This is an optimization exercise on Yosys and OpenROAD, whose aim is small area, not a production implementation.
The RTL was checked by simulation tests, not by an equivalence proof against the original design.

$ cat flow/config.mk
export PLATFORM = sky130hd
export DESIGN_NAME = intra_recon_top
export DESIGN_NICKNAME = intra_recon_top
export VERILOG_FILES = /design/flow/design.v
export SDC_FILE = /design/flow/constraint.sdc
export NUM_CORES = 4
export LEC_CHECK = 0
export CAP_MARGIN = 0
export CORE_MARGIN = 2
export CORE_UTILIZATION = 40
export SLEW_MARGIN = 0
$ cat flow/constraint.sdc
create_clock -name core_clock -period 10.0 [get_ports {clk}]
set_input_delay 2.0000 -clock core_clock [delete_from_list [all_inputs] [get_ports {clk}]]
set_output_delay 2.0000 -clock core_clock [all_outputs]
set_load 0.01 [all_outputs]
$ cat flow/design.v
package intra_pkg;
    localparam int QUEUE_DEPTH = 4;      
    localparam int ENTRY_W     = 73;     
endpackage
module intra_pred_4x4 (
    input  logic [107:0]                   req,
    output logic [intra_pkg::ENTRY_W-1:0]  entry
);
    logic [8:0]       s_ab, s_cd, s_ij, s_kl;
    logic [9:0]       s_top, s_left;
    logic [10:0]      dc_sum;
    logic [7:0]       dc_val;
    logic [15:0]      md;     
    logic [8:0]       mh;     
    logic [8:0][7:0]  s;
    function automatic logic [10:0] radd(logic [9:0] x, logic [9:0] y, logic cin, int w);
        logic c;
        c = cin;
        radd = '0;
        for (int n = 0; n < 10; n++) begin
            if (n < w) begin
                radd[n] = x[n] ^ y[n] ^ c;
                c = (x[n] & y[n]) | (c & (x[n] ^ y[n]));
            end
        end
        radd[w] = c;
    endfunction
    assign s_ab   = 9'(radd(10'(req[103:96]), 10'(req[95:88]), 1'b1, 8));
    assign s_cd   = 9'(radd(10'(req[87:80]),  10'(req[79:72]), 1'b1, 8));
    assign s_ij   = 9'(radd(10'(req[39:32]),  10'(req[31:24]), 1'b1, 8));
    assign s_kl   = 9'(radd(10'(req[23:16]),  10'(req[15:8]),  1'b1, 8));
    assign s_top  = 10'(radd(10'(s_ab), 10'(s_cd), 1'b0, 9));
    assign s_left = 10'(radd(10'(s_ij), 10'(s_kl), 1'b0, 9));
    assign dc_sum = radd(s_top, s_left, 1'b0, 10);
    assign dc_val = dc_sum[10:3];
    always_comb begin
        md = 16'd0;
        md[req[107:104]] = 1'b1;
    end
    assign mh = {md[8:3], md[2] | (|md[15:9]), md[1:0]};
    assign s[0] = ({8{mh[0] | mh[2] | mh[3] | mh[7]}} & req[103:96])
                | ({8{mh[1]}} & req[39:32])
                | ({8{mh[4] | mh[5]}} & req[79:72])
                | ({8{mh[6] | mh[8]}} & req[15:8]);
    assign s[1] = ({8{mh[0] | mh[2] | mh[3] | mh[7]}} & req[95:88])
                | ({8{mh[1] | mh[8]}} & req[39:32])
                | ({8{mh[4] | mh[5]}} & req[87:80])
                | ({8{mh[6]}} & req[23:16]);
    assign s[2] = ({8{mh[0] | mh[2] | mh[3] | mh[7]}} & req[87:80])
                | ({8{mh[1] | mh[6] | mh[8]}} & req[31:24])
                | ({8{mh[4] | mh[5]}} & req[95:88]);
    assign s[3] = ({8{mh[0] | mh[3] | mh[7]}} & req[79:72])
                | ({8{mh[1] | mh[8]}} & req[23:16])
                | ({8{mh[2]}} & dc_val)
                | ({8{mh[4] | mh[5]}} & req[103:96])
                | ({8{mh[6]}} & req[39:32]);
    assign s[4] = ({8{mh[0]}} & req[79:72])
                | ({8{mh[1]}} & req[23:16])
                | ({8{mh[2]}} & dc_val)
                | ({8{mh[3] | mh[7]}} & req[71:64])
                | ({8{mh[4] | mh[5] | mh[6]}} & req[7:0])
                | ({8{mh[8]}} & req[15:8]);
    assign s[5] = ({8{mh[0]}} & req[79:72])
                | ({8{mh[1] | mh[8]}} & req[15:8])
                | ({8{mh[2]}} & dc_val)
                | ({8{mh[3] | mh[7]}} & req[63:56])
                | ({8{mh[4] | mh[5]}} & req[39:32])
                | ({8{mh[6]}} & req[103:96]);
    assign s[6] = ({8{mh[0] | mh[1] | mh[2] | mh[8]}} & req[15:8])
                | ({8{mh[3] | mh[7]}} & req[55:48])
                | ({8{mh[4] | mh[5]}} & req[31:24])
                | ({8{mh[6]}} & req[95:88]);
    assign s[7] = ({8{mh[0] | mh[2] | mh[4] | mh[5] | mh[7] | mh[8]}} & req[23:16])
                | ({8{mh[1]}} & req[15:8])
                | ({8{mh[3]}} & req[47:40])
                | ({8{mh[6]}} & req[87:80]);
    assign s[8] = mh[4] ? req[15:8] : {4'd0, req[107:104]};
    assign entry = {mh[4], s};
endmodule
module pred_queue (
    input  logic                            clk,
    input  logic                            rst_n,
    input  logic                            req_strobe,
    input  logic [intra_pkg::ENTRY_W-1:0]   entry,
    input  logic                            residue_strobe,
    output logic [intra_pkg::ENTRY_W-1:0]   head,
    output logic                            head_taken,
    output logic                            overflow_error,
    output logic                            order_error
);
    logic [intra_pkg::ENTRY_W-1:0] mem [intra_pkg::QUEUE_DEPTH];
    logic [1:0] wr_ptr;       
    logic [3:0] rd_sel;       
    logic [2:0] count;        
    logic       pend;         
    logic       full;
    logic       empty;
    logic       push;
    logic       pop;
    logic [1:0] wr_ptr_next;
    logic [2:0] count_next;
    assign full  = count[2];
    assign empty = (count == 3'd0);
    assign push = pend && !full;
    assign pop  = residue_strobe && !empty;
    always_comb begin
        head = '0;
        for (int i = 0; i < intra_pkg::QUEUE_DEPTH; i++) begin
            head = head | ({intra_pkg::ENTRY_W{rd_sel[i]}} & mem[i]);
        end
    end
    assign head_taken     = pop;
    assign overflow_error = pend && full;
    assign order_error    = residue_strobe && empty;
    assign wr_ptr_next = wr_ptr + 2'(push);
    assign count_next  = count + 3'(push) - 3'(pop);
    always_ff @(posedge clk) begin
        if (!rst_n) begin
            wr_ptr <= '0;
            rd_sel <= 4'b0001;
            count  <= '0;
            pend   <= 1'b0;
        end else begin
            wr_ptr <= wr_ptr_next;
            if (pop) begin
                rd_sel <= {rd_sel[2:0], rd_sel[3]};
            end
            count  <= count_next;
            pend   <= req_strobe;
        end
    end
    always_ff @(posedge clk) begin
        if (req_strobe && !count_next[2]) begin
            mem[wr_ptr_next] <= entry;
        end
    end
endmodule
module recon_clip (
    input  logic                           clk,
    input  logic                           rst_n,
    input  logic                           head_taken,
    input  logic [intra_pkg::ENTRY_W-1:0]  head,
    input  logic [15:0][8:0]               residue,
    output logic                           recon_valid,
    output logic [15:0][7:0]               recon
);
    logic [8:0][7:0]   s;      
    logic [7:0][7:0]   a2;     
    logic [7:0][7:0]   a3;     
    logic [15:0]       md;     
    logic [8:0]        mh;     
    logic [15:0][7:0]  pred;
    logic [15:0][7:0]  sum_blk;
    logic              ddr;    
    assign ddr = head[72];
    always_comb begin
        md = 16'd0;
        md[head[67:64]] = 1'b1;
    end
    assign mh = {md[8:5] & {4{!ddr}}, ddr, md[3] & !ddr, (md[2] | (|md[15:9])) & !ddr,
                 md[1:0] & {2{!ddr}}};
    assign s[7:0] = head[63:0];
    assign s[8]   = ddr ? head[71:64] : head[63:56];
    function automatic logic [7:0] half_sum(logic [7:0] x, logic [7:0] y, logic cin);
        logic c;
        logic [8:0] t;
        c = cin;
        for (int n = 0; n < 8; n++) begin
            t[n] = x[n] ^ y[n] ^ c;
            c = (x[n] & y[n]) | (c & (x[n] ^ y[n]));
        end
        t[8] = c;
        half_sum = t[8:1];
    endfunction
    function automatic logic [7:0] avg3(logic [7:0] x, logic [7:0] y, logic [7:0] z);
        avg3 = half_sum(half_sum(x, z, 1'b0), y, 1'b1);
    endfunction
    assign a2[0] = half_sum(s[0], s[1], 1'b1);
    assign a2[1] = half_sum(s[1], s[2], 1'b1);
    assign a2[2] = half_sum(s[2], s[3], 1'b1);
    assign a2[3] = half_sum(s[3], s[4], 1'b1);
    assign a2[4] = half_sum(s[4], s[5], 1'b1);
    assign a2[5] = 8'd0;    
    assign a2[6] = 8'd0;    
    assign a2[7] = 8'd0;    
    assign a3[0] = 8'd0;    
    assign a3[1] = avg3(s[0], s[1], s[2]);
    assign a3[2] = avg3(s[1], s[2], s[3]);
    assign a3[3] = avg3(s[2], s[3], s[4]);
    assign a3[4] = avg3(s[3], s[4], s[5]);
    assign a3[5] = avg3(s[4], s[5], s[6]);
    assign a3[6] = avg3(s[5], s[6], s[7]);
    assign a3[7] = avg3(s[6], s[7], s[8]);
    assign pred[0] = ({8{mh[0]}} & s[0])
                   | ({8{mh[1] | mh[7]}} & a2[0])
                   | ({8{mh[2] | mh[5] | mh[6]}} & a2[3])
                   | ({8{mh[3]}} & a3[1])
                   | ({8{mh[4]}} & a3[4])
                   | ({8{mh[8]}} & a2[1]);
    assign pred[1] = ({8{mh[0] | mh[1]}} & s[1])
                   | ({8{mh[2] | mh[6]}} & a3[4])
                   | ({8{mh[3] | mh[8]}} & a3[2])
                   | ({8{mh[4]}} & a3[3])
                   | ({8{mh[5]}} & a2[2])
                   | ({8{mh[7]}} & a2[1]);
    assign pred[2] = ({8{mh[0]}} & s[2])
                   | ({8{mh[1]}} & a2[0])
                   | ({8{mh[2]}} & a2[3])
                   | ({8{mh[3]}} & a3[3])
                   | ({8{mh[4]}} & a3[2])
                   | ({8{mh[5]}} & a2[1])
                   | ({8{mh[6]}} & a3[5])
                   | ({8{mh[7] | mh[8]}} & a2[2]);
    assign pred[3] = ({8{mh[0] | mh[2] | mh[7]}} & a2[3])
                   | ({8{mh[1] | mh[5]}} & a2[0])
                   | ({8{mh[3]}} & a3[4])
                   | ({8{mh[4]}} & a3[1])
                   | ({8{mh[6]}} & a3[6])
                   | ({8{mh[8]}} & a3[3]);
    assign pred[4] = ({8{mh[0]}} & s[0])
                   | ({8{mh[1]}} & s[2])
                   | ({8{mh[2] | mh[5]}} & a3[4])
                   | ({8{mh[3]}} & a3[2])
                   | ({8{mh[4]}} & a3[5])
                   | ({8{mh[6] | mh[8]}} & a2[2])
                   | ({8{mh[7]}} & a3[1]);
    assign pred[5] = ({8{mh[0]}} & s[1])
                   | ({8{mh[1]}} & s[2])
                   | ({8{mh[2] | mh[4]}} & a3[4])
                   | ({8{mh[3] | mh[5] | mh[6] | mh[8]}} & a3[3])
                   | ({8{mh[7]}} & a3[2]);
    assign pred[6] = ({8{mh[0] | mh[1]}} & s[2])
                   | ({8{mh[2] | mh[6] | mh[8]}} & a2[3])
                   | ({8{mh[3]}} & a3[4])
                   | ({8{mh[4] | mh[7]}} & a3[3])
                   | ({8{mh[5]}} & a3[2]);
    assign pred[7] = ({8{mh[0] | mh[2] | mh[6] | mh[7] | mh[8]}} & a3[4])
                   | ({8{mh[1]}} & s[2])
                   | ({8{mh[3]}} & a3[5])
                   | ({8{mh[4]}} & a3[2])
                   | ({8{mh[5]}} & a3[1]);
    assign pred[8] = ({8{mh[0]}} & s[0])
                   | ({8{mh[1] | mh[2] | mh[8]}} & a2[3])
                   | ({8{mh[3]}} & a3[3])
                   | ({8{mh[4]}} & a3[6])
                   | ({8{mh[5]}} & a3[5])
                   | ({8{mh[6] | mh[7]}} & a2[1]);
    assign pred[9] = ({8{mh[0]}} & s[1])
                   | ({8{mh[1] | mh[2] | mh[5]}} & a2[3])
                   | ({8{mh[3] | mh[8]}} & a3[4])
                   | ({8{mh[4]}} & a3[5])
                   | ({8{mh[6]}} & a3[2])
                   | ({8{mh[7]}} & a2[2]);
    assign pred[10] = ({8{mh[0]}} & s[2])
                   | ({8{mh[1] | mh[2] | mh[7]}} & a2[3])
                   | ({8{mh[3] | mh[8]}} & a3[5])
                   | ({8{mh[4]}} & a3[4])
                   | ({8{mh[5] | mh[6]}} & a2[2]);
    assign pred[11] = ({8{mh[0] | mh[1] | mh[2]}} & a2[3])
                   | ({8{mh[3]}} & a3[6])
                   | ({8{mh[4] | mh[6]}} & a3[3])
                   | ({8{mh[5]}} & a2[1])
                   | ({8{mh[7] | mh[8]}} & a2[4]);
    assign pred[12] = ({8{mh[0] | mh[8]}} & s[0])
                   | ({8{mh[1] | mh[5]}} & a3[6])
                   | ({8{mh[2] | mh[3]}} & a3[4])
                   | ({8{mh[4]}} & a3[7])
                   | ({8{mh[6]}} & a2[0])
                   | ({8{mh[7]}} & a3[2]);
    assign pred[13] = ({8{mh[0]}} & s[1])
                   | ({8{mh[1] | mh[4]}} & a3[6])
                   | ({8{mh[2] | mh[5]}} & a3[4])
                   | ({8{mh[3] | mh[8]}} & a3[5])
                   | ({8{mh[6]}} & a3[1])
                   | ({8{mh[7]}} & a3[3]);
    assign pred[14] = ({8{mh[0]}} & s[2])
                   | ({8{mh[1] | mh[3]}} & a3[6])
                   | ({8{mh[2] | mh[7]}} & a3[4])
                   | ({8{mh[4] | mh[8]}} & a3[5])
                   | ({8{mh[5]}} & a3[3])
                   | ({8{mh[6]}} & a2[1]);
    assign pred[15] = ({8{mh[0] | mh[2] | mh[4]}} & a3[4])
                   | ({8{mh[1] | mh[3]}} & a3[7])
                   | ({8{mh[5] | mh[6]}} & a3[2])
                   | ({8{mh[7] | mh[8]}} & a3[5]);
    function automatic logic [7:0] clip_add(logic [7:0] px, logic [8:0] r);
        logic c;
        logic [7:0] u;
        c = 1'b0;
        for (int n = 0; n < 8; n++) begin
            u[n] = px[n] ^ r[n] ^ c;
            c = (px[n] & r[n]) | (c & (px[n] ^ r[n]));
        end
        clip_add = (c ^ r[8]) ? {8{c}} : u;
    endfunction
    always_comb begin
        for (int n = 0; n < 16; n++) begin
            sum_blk[n] = clip_add(pred[n], residue[n]);
        end
    end
    always_ff @(posedge clk) begin
        if (!rst_n) begin
            recon_valid <= 1'b0;
        end else begin
            recon_valid <= head_taken;
        end
    end
    always_ff @(posedge clk) begin
        recon <= sum_blk;
    end
endmodule
module intra_recon_top (
    input  logic                 clk,
    input  logic                 rst_n,
    input  logic                 req_strobe,
    input  logic [107:0]         req,
    input  logic                 residue_strobe,
    input  logic [15:0][8:0]     residue,
    output logic                 recon_valid,
    output logic [15:0][7:0]     recon,
    output logic                 overflow_error,
    output logic                 order_error
);
    logic [intra_pkg::ENTRY_W-1:0] entry;
    logic [intra_pkg::ENTRY_W-1:0] head;
    logic                          head_taken;
    intra_pred_4x4 intra_pred_4x4_i (
        .req   (req),
        .entry (entry)
    );
    pred_queue pred_queue_i (
        .clk            (clk),
        .rst_n          (rst_n),
        .req_strobe     (req_strobe),
        .entry          (entry),
        .residue_strobe (residue_strobe),
        .head           (head),
        .head_taken     (head_taken),
        .overflow_error (overflow_error),
        .order_error    (order_error)
    );
    recon_clip recon_clip_i (
        .clk         (clk),
        .rst_n       (rst_n),
        .head_taken  (head_taken),
        .head        (head),
        .residue     (residue),
        .recon_valid (recon_valid),
        .recon       (recon)
    );
endmodule
$ cat flow/flow/run.sh
#!/bin/bash
# Standard ORFS layout, with smaller port buffers and a clock tree of smaller
# buffers without dummy loads. Every tool's output goes to a log here.
set -euo pipefail
export BUFFER_PORTS_ARGS="-buffer_cell sky130_fd_sc_hd__buf_1"
export CTS_ARGS="-sink_clustering_enable -repair_clock_nets -dont_use_dummy_load -buf_list sky130_fd_sc_hd__clkbuf_4 -root_buf sky130_fd_sc_hd__clkbuf_8 -sink_clustering_size 10 -sink_clustering_max_diameter 50 -sink_buffer_max_cap_derate 1.0"
bash standard.sh > flow_standard.log 2>&1
$ cat flow/standard.sh
#!/bin/bash
# synth_recipe.tcl (not shown) runs the flow's synth.tcl, then flattens the netlist and writes it again
# the make line also repeats each setting of config.mk as NAME=value (left out here)
make -C /OpenROAD-flow-scripts/flow DESIGN_CONFIG=/design/flow/config.mk WORK_HOME=/design/flow/orfs CLKGATE_MAP_FILE= SYNTH_SCRIPT=/design/flow/synth_recipe.tcl "${@:-finish}"
==> impl_metrics.tcl, run 1 <==
set metrics [dict create \
    track_usage 0.3369 \
    min_delay_worst_endpoint "pred_queue_i.count[2]$_SDFF_PN0_" \
    min_period_ns 8.723 \
    synthFlopType "edfxtp_1" \
    postCtsResizedCells 0 \
    avgViaCountPerCell 6.119 \
    cp_data_required_time_ns 10.54 \
    ys_warn_count 3 \
    htree_levels 2 \
    worstMarginPinSlew_ns 1.381 \
    relSlewSlack 0.06956 \
    hold_violations 0 \
    insertion_delay_ns 0.70 \
    clock-sinks 431 \
    cts_tree "built" \
    rsz0062_at_grt "no" \
    gp_congestion 1.046 \
    fp.dieW_um 271.8 \
    whs_path_depth 2 \
    io_pins 387 \
    grt_max_degree 67 \
    port_buffers 386 \
    netlist.area_leader.share 0.3057 \
    synth_edf_count 292 \
    status "complete, no violations" \
    r2r_setup_slack_ns 1.28 \
    die_area_mm2 0.07385 \
    globalRoute.totalOverflow 0 \
    end_kind "flop" \
    crit_path_start_kind "flop" \
    synth_commonest_cells "inv_1, nand2_1, fa_1, edfxtp_1, o21ai_0" \
    holdWs_ns 0.6487 \
    hold_start "pred_queue_i.count[2]$_SDFF_PN0_" \
    num_vias 24500 \
    synth-seq-cells 431 \
    finalSetupTns_ns 0 \
    report.final.slew_viol_count 0 \
    ys_async_sr_fraction 0 \
    antenna_found_initial 5 \
    finalSetupViolCount 0 \
    drc 0 \
    row_count 98 \
    yosysTopAreaCell "edfxtp_1" \
    max_freq_mhz 114.6 \
    min_path_type "flop to flop" \
    clkTransAtPathRegs_ns 0.10 \
    die_y_um 271.8 \
    final_cell_area_mm2 0.03188 \
    r2r_cells 22 \
    maxCapViolations 0 \
    seq_area_frac_synth 0.4028 \
    cts_max_path_buffers 3 \
    dp_hpwl_um 96480 \
    cts_root_buffer "clkbuf_8" \
    crit_arrival_ns 9.26 \
    grt_pass1_vias 25020 \
    cp_max_fo 34 \
    first_pass_iters 10 \
    areaGrowthSynthToFinish_pct 11.17 \
    dpl_cell_area_mm2 0.03144 \
    fin_crit_sh 0.8723 \
    cts_hold_buf 0 \
    synth_most_common_cell "inv_1" \
    avgSynthCellArea_um2 10.68 \
    drt-wirelength-per-cell_um 31.53 \
    post_cts_buffers 0 \
    syn_inst 2686 \
    drive_above_1_share 0.06780 \
    syn_area_mm2 0.02868 \
    ys_types 78 \
    grt_pass1_wl_um 178700 \
    nNetsFinal 3642 \
    drt-initial-drc-count 2688 \
    r2r-start "pred_queue_i.rd_sel[0]$_SDFFE_PN1P_" \
    synth_nets 3273 \
    drt-total-wl_um 126200 \
    worst-setup-path-type "flop to flop" \
    start_util 0.4026 \
    diodes 0 \
    cts_buffers 55 \
    r2r_end "recon_clip_i.recon[23]$_DFF_P_" \
    finalClockSkew_ns 0.08607 \
    synth.area.top_cells "edfxtp_1, fa_1, dfxtp_1, inv_1, nand2_1" \
    drtAntennaViolNets 0 \
    core-area_mm2 0.07124 \
]
[cells by family (layout without fill, tap and decap cells)]
kind of cell / count (synthesis) / after routing / synth area share
AOI/OAI and AO/OA: 730 / 730 / 0.1884
xor gates and xnor gates: 9 / 9 / 0.003011
adders and majority gates: 380 / 380 / 0.2393
buffers and inverters: 539 / 906 / 0.07290
DFF: 431 / 431 / 0.4028
muxes: 9 / 9 / 0.003229
and+or+nand+nor: 588 / 588 / 0.09044
[metrics by stage]
stage | utilization | worst slack [ns] | instances
floorplan | - | 0.7900 | 2686
CTS | 0.4475 | 1.485 | 4003
finish | 0.4475 | 1.277 | 4003
global placement | 0.4413 | 1.674 | 3948
global route | 0.4475 | 1.058 | 4003
detailed placement | 0.4413 | 1.432 | 3948
[registers in the layout (all words and copies together) (netlist names)]
register	count
pred_queue_i.mem	292
pred_queue_i.rd_sel	4
pred_queue_i.pend	1
recon_clip_i.recon_valid	1
recon_clip_i.recon	128
pred_queue_i.count	3
pred_queue_i.wr_ptr	2
[worst max-delay path, stage by stage (launching register included)]
cell and delay (ns):
dfxtp_2 0.56, a22o_1 0.30, a221oi_1 1.03, or2_2 0.30
fa_1 0.46, and3_1 0.26, fa_1 0.41, fa_1 0.39
fa_1 0.39, fa_1 0.39, fa_1 0.37, inv_1 0.08
fa_1 0.51, inv_1 0.24, nor2_1 0.09, a2111oi_0 0.58
o2111ai_1 0.49, fa_1 0.53, inv_1 0.07, fa_1 0.16
inv_1 0.05, fa_1 0.49, maj3_1 0.41
[cells in the final DEF (no fill, tap or decap), types with 84 or more instances in the layout]
cell type and instances:
edfxtp_1 292, a22oi_1 104, dfxtp_1 135, nor2_1 116
nand2_1 309, o21ai_0 140, inv_1 369, buf_4 92
buf_1 386, fa_1 297, a21oi_1 84
[worst max path at each step]
stage                                                   start                                to  slack, ns  cells past startpoint
after floorplan                                residue_strobe  pred_queue_i.mem[0][0]$_DFFE_PP_       0.79                     11
after global placement    pred_queue_i.rd_sel[3]$_SDFFE_PN0P_   recon_clip_i.recon[101]$_DFF_P_       1.67                     23
after detailed placement  pred_queue_i.rd_sel[3]$_SDFFE_PN0P_   recon_clip_i.recon[101]$_DFF_P_       1.43                     23
after CTS                 pred_queue_i.rd_sel[3]$_SDFFE_PN0P_   recon_clip_i.recon[101]$_DFF_P_       1.48                     23
after global routing      pred_queue_i.rd_sel[3]$_SDFFE_PN0P_   recon_clip_i.recon[101]$_DFF_P_       1.06                     23
final                     pred_queue_i.rd_sel[0]$_SDFFE_PN1P_    recon_clip_i.recon[23]$_DFF_P_       1.28                     22
[area by class of cell]
cell class | count | area, um2
repair buffers | 479 | 2160
inverters | 372 | 1396
multi-input cells | 1716 | 15140
flip-flops and latches | 431 | 11560
clock buffers | 55 | 444.2
fillers | 6801 | 39360
well taps | 950 | 1189
[metal layers]
| layer | routed length [um] | vias to the layer above | GRT usage |
|---|---|---|---|
| met5 | 60 | - | 0 |
| li1 | - | 10380 | - |
| met3 | 11000 | 448 | 0.07908 |
| met1 | 46410 | 12180 | 0.4015 |
| met4 | 10060 | 8 | 0.2198 |
| met2 | 58670 | 1481 | 0.5470 |
==> run 2: changes to the inputs <==
--- a/flow/config.mk
+++ b/flow/config.mk
@@ -5,7 +5,7 @@
 export SDC_FILE = /design/flow/constraint.sdc
 export NUM_CORES = 4
 export LEC_CHECK = 0
-export CAP_MARGIN = 0
+export CAP_MARGIN = 20
 export CORE_MARGIN = 2
 export CORE_UTILIZATION = 40
-export SLEW_MARGIN = 0
+export SLEW_MARGIN = 20
==> run 2 against run 1 <==
Compared with the run above:
- still clean
- core utilization rose by 0.076 points
- clock-buffer cell count decreased by 1
- clock skew up 0.013 ns
- design area up 0.17%
- worst setup slack improved by 0.24 ns
- via count increased by 0.33%
- routed wire length barely moved
- first-iteration DRC count is 8.1% higher
- sequential cell count did not move
- fmax is 2.8% higher
- critical path type unchanged
- critical endpoint is now recon_clip_i.recon[21]$_DFF_P_
==> impl_metrics.tcl, run 2 <==
set metrics [dict create \
    ys_types 78 \
    clkTransAtPathRegs_ns 0.10 \
    max_freq_mhz 117.9 \
    yosysTopAreaCell "edfxtp_1" \
    min_period_ns 8.484 \
    synth-seq-cells 431 \
    core-area_mm2 0.07124 \
    avgSynthCellArea_um2 10.68 \
    grt_max_degree 67 \
    worstMarginPinSlew_ns 1.259 \
    rsz0062_at_grt "no" \
    post_cts_buffers 0 \
    drive_above_1_share 0.07061 \
    final_util 0.4483 \
    synth.area.top_cells "edfxtp_1, fa_1, dfxtp_1, inv_1, nand2_1" \
    cts_root_buffer "clkbuf_8" \
    die_y_um 271.8 \
    synthAdderAreaFrac 0.2393 \
    row_count 98 \
    syn_area_mm2 0.02868 \
    avgViaCountPerCell 6.126 \
    worst-setup-path-type "flop to flop" \
    top_layer "met5" \
    min_delay_worst_endpoint "pred_queue_i.count[2]$_SDFF_PN0_" \
    m1WireLength_um 46130 \
    num_vias 24580 \
    synth_commonest_cells "inv_1, nand2_1, fa_1, edfxtp_1, o21ai_0" \
    maxCapViolations 0 \
    fin_crit_sh 0.8484 \
    start_util 0.4026 \
    final_cell_mix "buf_1, inv_1, nand2_1, fa_1, edfxtp_1" \
    relSlewSlack 0.1518 \
    regMostFlops "pred_queue_i.mem" \
    hold_violations 0 \
    synthSimpleGateAreaFrac 0.09044 \
    synth_top_family_by_area "adder cells" \
    finalSetupViolCount 0 \
    drt-total-wl_um 126200 \
    first_pass_iters 9 \
    synth_compound_area_frac 0.1884 \
    largestRegisters "pred_queue_i.mem: 292 flops, recon_clip_i.recon: 128 flops, pred_queue_i.rd_sel: 4 flops" \
    gp_congestion 1.046 \
    drt-initial-drc-count 2905 \
    io_pins 387 \
    fp.dieW_um 271.8 \
    drc 0 \
    end_kind "flop" \
    antenna_found_initial 6 \
    areaGrowthSynthToFinish_pct 11.36 \
    finalSetupTns_ns 0 \
    track_usage 0.3370 \
    finalClockSkew_ns 0.09933 \
    cts_max_path_buffers 3 \
    r2r_end "recon_clip_i.recon[21]$_DFF_P_" \
    netlist.area_leader.share 0.3057 \
    crit_arrival_ns 9.06 \
    cts_tree "built" \
    r2r_cells 22 \
    syn_inst 2686 \
    htree_levels 2 \
    nNetsFinal 3648 \
    report.final.slew_viol_count 0 \
    min_path_type "flop to flop" \
    cts_hold_buf 0 \
    ys_async_sr_fraction 0 \
    status "complete, no violations" \
    layout_commonest_cell "buf_1" \
    insertion_delay_ns 0.69 \
    cp_max_fo 35 \
    globalRoute.totalOverflow 0 \
    largest_reg_flops 292 \
    synth_most_common_cell "inv_1" \
    wl_met2_um 59760 \
    die_area_mm2 0.07385 \
    r2r_setup_slack_ns 1.52 \
    synth_mux_area_frac 0.003228 \
    postCtsResizedCells 0 \
    ys_warn_count 3 \
    met3_length_um 11080 \
    synthXorXnorAreaFrac 0.003010 \
    drtAntennaViolNets 0 \
    dpl_cell_area_mm2 0.03147 \
    synth_edf_count 292 \
    dp_hpwl_um 96490 \
    port_buffers 386 \
    r2r-start "pred_queue_i.rd_sel[3]$_SDFFE_PN0P_" \
    cts_buffers 54 \
    clock-sinks 431 \
    whs_path_depth 2 \
    grt_pass1_wl_um 178200 \
    drt-wirelength-per-cell_um 31.45 \
    synth_nets 3273 \
    final_cell_area_mm2 0.03194 \
    seq_area_frac_synth 0.4028 \
    hold_start "pred_queue_i.count[2]$_SDFF_PN0_" \
    crit_path_start_kind "flop" \
    synthFlopType "edfxtp_1" \
    cp_data_required_time_ns 10.58 \
    grt_pass1_vias 25020 \
]
[run 2: cell counts after synthesis]
Identical to the previous run, type by type.
[run 2: worst max path at each step]
stage	startpoint	to	slack (ns)	depth (start not counted)
final	pred_queue_i.rd_sel[3]$_SDFFE_PN0P_	recon_clip_i.recon[21]$_DFF_P_	1.52	22
after global routing	pred_queue_i.rd_sel[3]$_SDFFE_PN0P_	recon_clip_i.recon[101]$_DFF_P_	0.95	23
after CTS	pred_queue_i.rd_sel[3]$_SDFFE_PN0P_	recon_clip_i.recon[102]$_DFF_P_	1.47	23
after detailed placement	pred_queue_i.rd_sel[0]$_SDFFE_PN1P_	recon_clip_i.recon[23]$_DFF_P_	1.46	22
after global placement	pred_queue_i.rd_sel[3]$_SDFFE_PN0P_	recon_clip_i.recon[101]$_DFF_P_	1.67	23
after floorplan	residue_strobe	pred_queue_i.mem[0][0]$_DFFE_PP_	0.79	11
[run 2: per-stage QoR]
stage          cells  hold slack [ns]  worst slack, ns
6_report        4012           0.6599            1.516
5_1_grt         4010           0.7109           0.9498
4_1_cts         4005           0.6675            1.470
3_5_place_dp    3951           0.6384            1.464
3_3_place_gp    3948           0.6141            1.674
2_1_floorplan   2686           0.5329           0.7900
[run 2: cell families (layout without fill, tap and decap cells)]
kind of cell    after synthesis  after routing
mux                           9              9
xor+xnor                      9              9
simple gates                588            588
other cells                   0              3
buf+inv                     539            912
fa+ha+maj                   380            380
flops                       431            431
compound gates              730            730
[run 2: final cells by class]
| class | instances | area, um2 |
|---|---|---|
| clock buffer | 54 | 436.7 |
| tap | 950 | 1189 |
| antenna | 3 | 7.507 |
| fill | 6827 | 39300 |
| sequential | 431 | 11560 |
| multi-input combinational | 1716 | 15150 |
| inverter | 372 | 1396 |
| timing repair buffer | 486 | 2197 |
[run 2: worst max-delay path: stages, from the launching register on]
cell	delay [ns]
dfxtp_2	0.88
buf_4	0.49
a221oi_1	0.16
buf_4	0.20
fa_1	0.47
fa_1	0.39
fa_1	0.39
fa_1	0.39
fa_1	0.40
fa_1	0.38
inv_1	0.08
fa_1	0.43
fa_1	0.58
inv_1	0.24
nor2_1	0.10
a2111oi_0	0.62
o2111ai_1	0.48
fa_1	0.52
inv_1	0.07
fa_1	0.17
inv_1	0.05
fa_1	0.50
maj3_1	0.40
[run 2: routing by layer]
| metal | global-route usage | vias up |
|---|---|---|
| li1 | - | 10390 |
| met1 | 0.4005 | 12280 |
| met2 | 0.5579 | 1493 |
| met3 | 0.07590 | 415 |
| met4 | 0.2046 | 4 |
| met5 | 0 | - |
==> run 3: changes to the inputs <==
--- a/flow/design.v
+++ b/flow/design.v
@@ -74,7 +74,7 @@
                 | ({8{mh[1]}} & req[15:8])
                 | ({8{mh[3]}} & req[47:40])
                 | ({8{mh[6]}} & req[87:80]);
-    assign s[8] = mh[4] ? req[15:8] : {4'd0, req[107:104]};
+    assign s[8] = mh[4] ? req[15:8] : {mh[8:5], mh[3:0]};    
     assign entry = {mh[4], s};
 endmodule
 module pred_queue (
@@ -147,18 +147,12 @@
     logic [8:0][7:0]   s;      
     logic [7:0][7:0]   a2;     
     logic [7:0][7:0]   a3;     
-    logic [15:0]       md;     
     logic [8:0]        mh;     
     logic [15:0][7:0]  pred;
     logic [15:0][7:0]  sum_blk;
     logic              ddr;    
     assign ddr = head[72];
-    always_comb begin
-        md = 16'd0;
-        md[head[67:64]] = 1'b1;
-    end
-    assign mh = {md[8:5] & {4{!ddr}}, ddr, md[3] & !ddr, (md[2] | (|md[15:9])) & !ddr,
-                 md[1:0] & {2{!ddr}}};
+    assign mh  = {head[71:68] & {4{!ddr}}, ddr, head[67:64] & {4{!ddr}}};
     assign s[7:0] = head[63:0];
     assign s[8]   = ddr ? head[71:64] : head[63:56];
     function automatic logic [7:0] half_sum(logic [7:0] x, logic [7:0] y, logic cin);
==> run 3 against run 2 <==
Compared with the run above:
- die area increased by 0.53%
- critical path type unchanged
- cell count about the same
- synthesized area increased by 0.54%
==> impl_metrics.tcl, run 3 <==
set metrics [dict create \
    status "complete, no violations" \
    finalSetupViolCount 0 \
    drt-initial-drc-count 3005 \
    die_area_mm2 0.07425 \
    grt_pass1_wl_um 191200 \
    regMostFlops "pred_queue_i.mem" \
    cts_root_buffer "clkbuf_8" \
    htree_levels 2 \
    gp_congestion 1.045 \
    cp_data_required_time_ns 10.53 \
    ys_types 85 \
    netlist.area_leader.share 0.3041 \
    clock-sinks 431 \
    layout_commonest_cell "buf_1" \
    drt-wirelength-per-cell_um 33.99 \
    synth_commonest_cells "inv_1, nand2_1, fa_1, edfxtp_1, o21ai_0" \
    cp_max_fo 35 \
    r2r-start "pred_queue_i.rd_sel[0]$_SDFFE_PN1P_" \
    worstMarginPinSlew_ns 1.154 \
    cts_hold_buf 0 \
    synth_nets 3297 \
    r2r_setup_slack_ns 1.24 \
    met3_length_um 10840 \
    core-area_mm2 0.07149 \
    worst-setup-path-type "flop to flop" \
    yosysTopAreaCell "edfxtp_1" \
    globalRoute.totalOverflow 0 \
    postCtsResizedCells 0 \
    r2r_end "recon_clip_i.recon[79]$_DFF_P_" \
    first_pass_iters 9 \
    avgSynthCellArea_um2 10.63 \
    final_cell_mix "buf_1, inv_1, nand2_1, fa_1, edfxtp_1" \
    io_pins 387 \
    fin_crit_sh 0.8764 \
    r2r_cells 20 \
    report.final.slew_viol_count 0 \
    m1WireLength_um 51350 \
    final-seq-area_mm2 0.01156 \
    rsz0062_at_grt "no" \
    die_y_um 272.5 \
    final_util 0.4454 \
    seq_area_frac_synth 0.4006 \
    top_layer "met5" \
    maxCapViolations 0 \
    num-fill-cells 6920 \
    drtAntennaViolNets 0 \
    ys_async_sr_fraction 0 \
    synth_most_common_cell "inv_1" \
    whs_path_depth 2 \
    clkTransAtPathRegs_ns 0.10 \
    num_vias 24720 \
    grt_max_degree 64 \
    synthFlopType "edfxtp_1" \
    drc 0 \
    finalClockSkew_ns 0.08490 \
    insertion_delay_ns 0.65 \
    min_delay_worst_endpoint "pred_queue_i.count[2]$_SDFF_PN0_" \
    finalSetupTns_ns 0 \
    drt-total-wl_um 136300 \
    wl_met2_um 64580 \
    crit_arrival_ns 9.29 \
    min_path_type "flop to flop" \
    fp.dieW_um 272.5 \
    synth-seq-cells 431 \
    post_cts_buffers 0 \
    ys_warn_count 3 \
    row_count 98 \
    final-instance-count-excl-fill 4011 \
    hold_violations 0 \
    cts_tree "built" \
    synth_edf_count 292 \
    dp_cells 3954 \
    largestRegisters "pred_queue_i.mem: 292 flops, recon_clip_i.recon: 128 flops, pred_queue_i.rd_sel: 4 flops" \
    drive_above_1_share 0.06146 \
    hold_start "pred_queue_i.count[2]$_SDFF_PN0_" \
    grt_pass1_vias 25410 \
    syn_area_mm2 0.02883 \
    dp_hpwl_um 104500 \
    track_usage 0.3653 \
    start_util 0.4033 \
    avgViaCountPerCell 6.164 \
    syn_inst 2713 \
    port_buffers 386 \
    crit_path_start_kind "flop" \
    nNetsFinal 3645 \
    synth.area.top_cells "edfxtp_1, fa_1, dfxtp_1, inv_1, nand2_1" \
    holdWs_ns 0.6464 \
    areaGrowthSynthToFinish_pct 10.44 \
    relSlewSlack 0.2308 \
    min_period_ns 8.764 \
    cts_max_path_buffers 3 \
    largest_reg_flops 292 \
    cts_buffers 54 \
    antenna_found_initial 4 \
    end_kind "flop" \
    max_freq_mhz 114.1 \
    multi_input_area_mm2 0.01518 \
]
-- run 3: logic make-up (layout without fill, tap and decap cells) --
group	Yosys count	after routing	synth area share
adder cells (fa/ha/maj)	377	377	0.2367
XOR/XNOR	7	7	0.002387
AND/OR/NAND/NOR	581	581	0.08796
flip-flops	431	431	0.4006
multiplexers	5	5	0.001736
other	0	2	0
buffers and inverters	555	901	0.07746
AO/OA/AOI/OAI	757	757	0.1932
-- run 3: layout make-up --
type,count,share of cell area
Multi-Input combinational cell,1727,0.4767
Sequential cell,431,0.3629
Timing Repair Buffer,466,0.06428
Inverter,381,0.04491
Tap cell,950,0.03733
Clock buffer,54,0.01371
Antenna cell,2,0.0001572
-- run 3: critical path, cell delays in order (launching register included) --
cell	delay [ns]
dfxtp_2	0.61
a221oi_1	0.97
inv_1	0.44
fa_1	0.52
inv_1	0.09
fa_1	0.44
fa_1	0.42
fa_1	0.41
fa_1	0.40
fa_1	0.42
fa_1	1.03
o22ai_1	0.12
a2111oi_0	0.82
fa_1	0.31
inv_1	0.06
fa_1	0.36
inv_1	0.08
fa_1	0.15
inv_1	0.05
fa_1	0.49
maj3_1	0.40
-- run 3: layer usage --
metal / GRT usage / up-vias
met2: 0.6047 / 1522
met4: 0.2127 / 4
met5: 0 / -
met1: 0.4453 / 12470
met3: 0.07062 / 391
li1: - / 10340
-- run 3: worst max-delay path by stage --
stage                     slack [ns]                                to                           startpoint  cells after the start
after floorplan                 0.36  pred_queue_i.mem[0][0]$_DFFE_PP_                       residue_strobe                     11
after global placement          1.14    recon_clip_i.recon[63]$_DFF_P_  pred_queue_i.rd_sel[0]$_SDFFE_PN1P_                     20
after detailed placement        1.30    recon_clip_i.recon[61]$_DFF_P_  pred_queue_i.rd_sel[0]$_SDFFE_PN1P_                     20
after CTS                       1.31    recon_clip_i.recon[61]$_DFF_P_  pred_queue_i.rd_sel[0]$_SDFFE_PN1P_                     20
after global routing            1.05    recon_clip_i.recon[56]$_DFF_P_  pred_queue_i.rd_sel[0]$_SDFFE_PN1P_                     20
final                           1.24    recon_clip_i.recon[79]$_DFF_P_  pred_queue_i.rd_sel[0]$_SDFFE_PN1P_                     20
-- run 3: per-stage QoR --
| step | setup slack [ns] | cell area [um2] |
|---|---|---|
| after CTS | 1.307 | 31820 |
| final | 1.236 | 31840 |
| after floorplan | 0.3630 | 28830 |
| after global routing | 1.046 | 31840 |
| after detailed placement | 1.298 | 31390 |
| after global placement | 1.144 | 31380 |

separate check: timing with driven ports:
The flow's constraints put no driver on any port. The routed layouts listed below were extracted and timed again, unchanged, in two steps.
Step 1 sets driving cells, clkbuf_16 on the clock port and buf_2 on the other inputs (assumed; they add their load-dependent delay and slew).
Step 2 moves the port delays by t, midway between the first and last clock arrival at a register: inputs arrive t later, outputs are due t later. That takes back most of the time a late clock gives input paths.
Three values: ideal ports, drivers, drivers and shift; two values: the first two.
run	t (ns)	setup WS [ns]	hold slack, ns
run 1	0.723	1.277 / 1.277 / 1.277	0.649 / 0.649 / 0.649
run 2	0.712	1.516 / 1.516 / 1.516	0.660 / 0.660 / 0.660
run 3	0.694	1.236 / 1.236 / 1.236	0.646 / 0.646 / 0.646
After both steps every run listed still meets setup and hold.
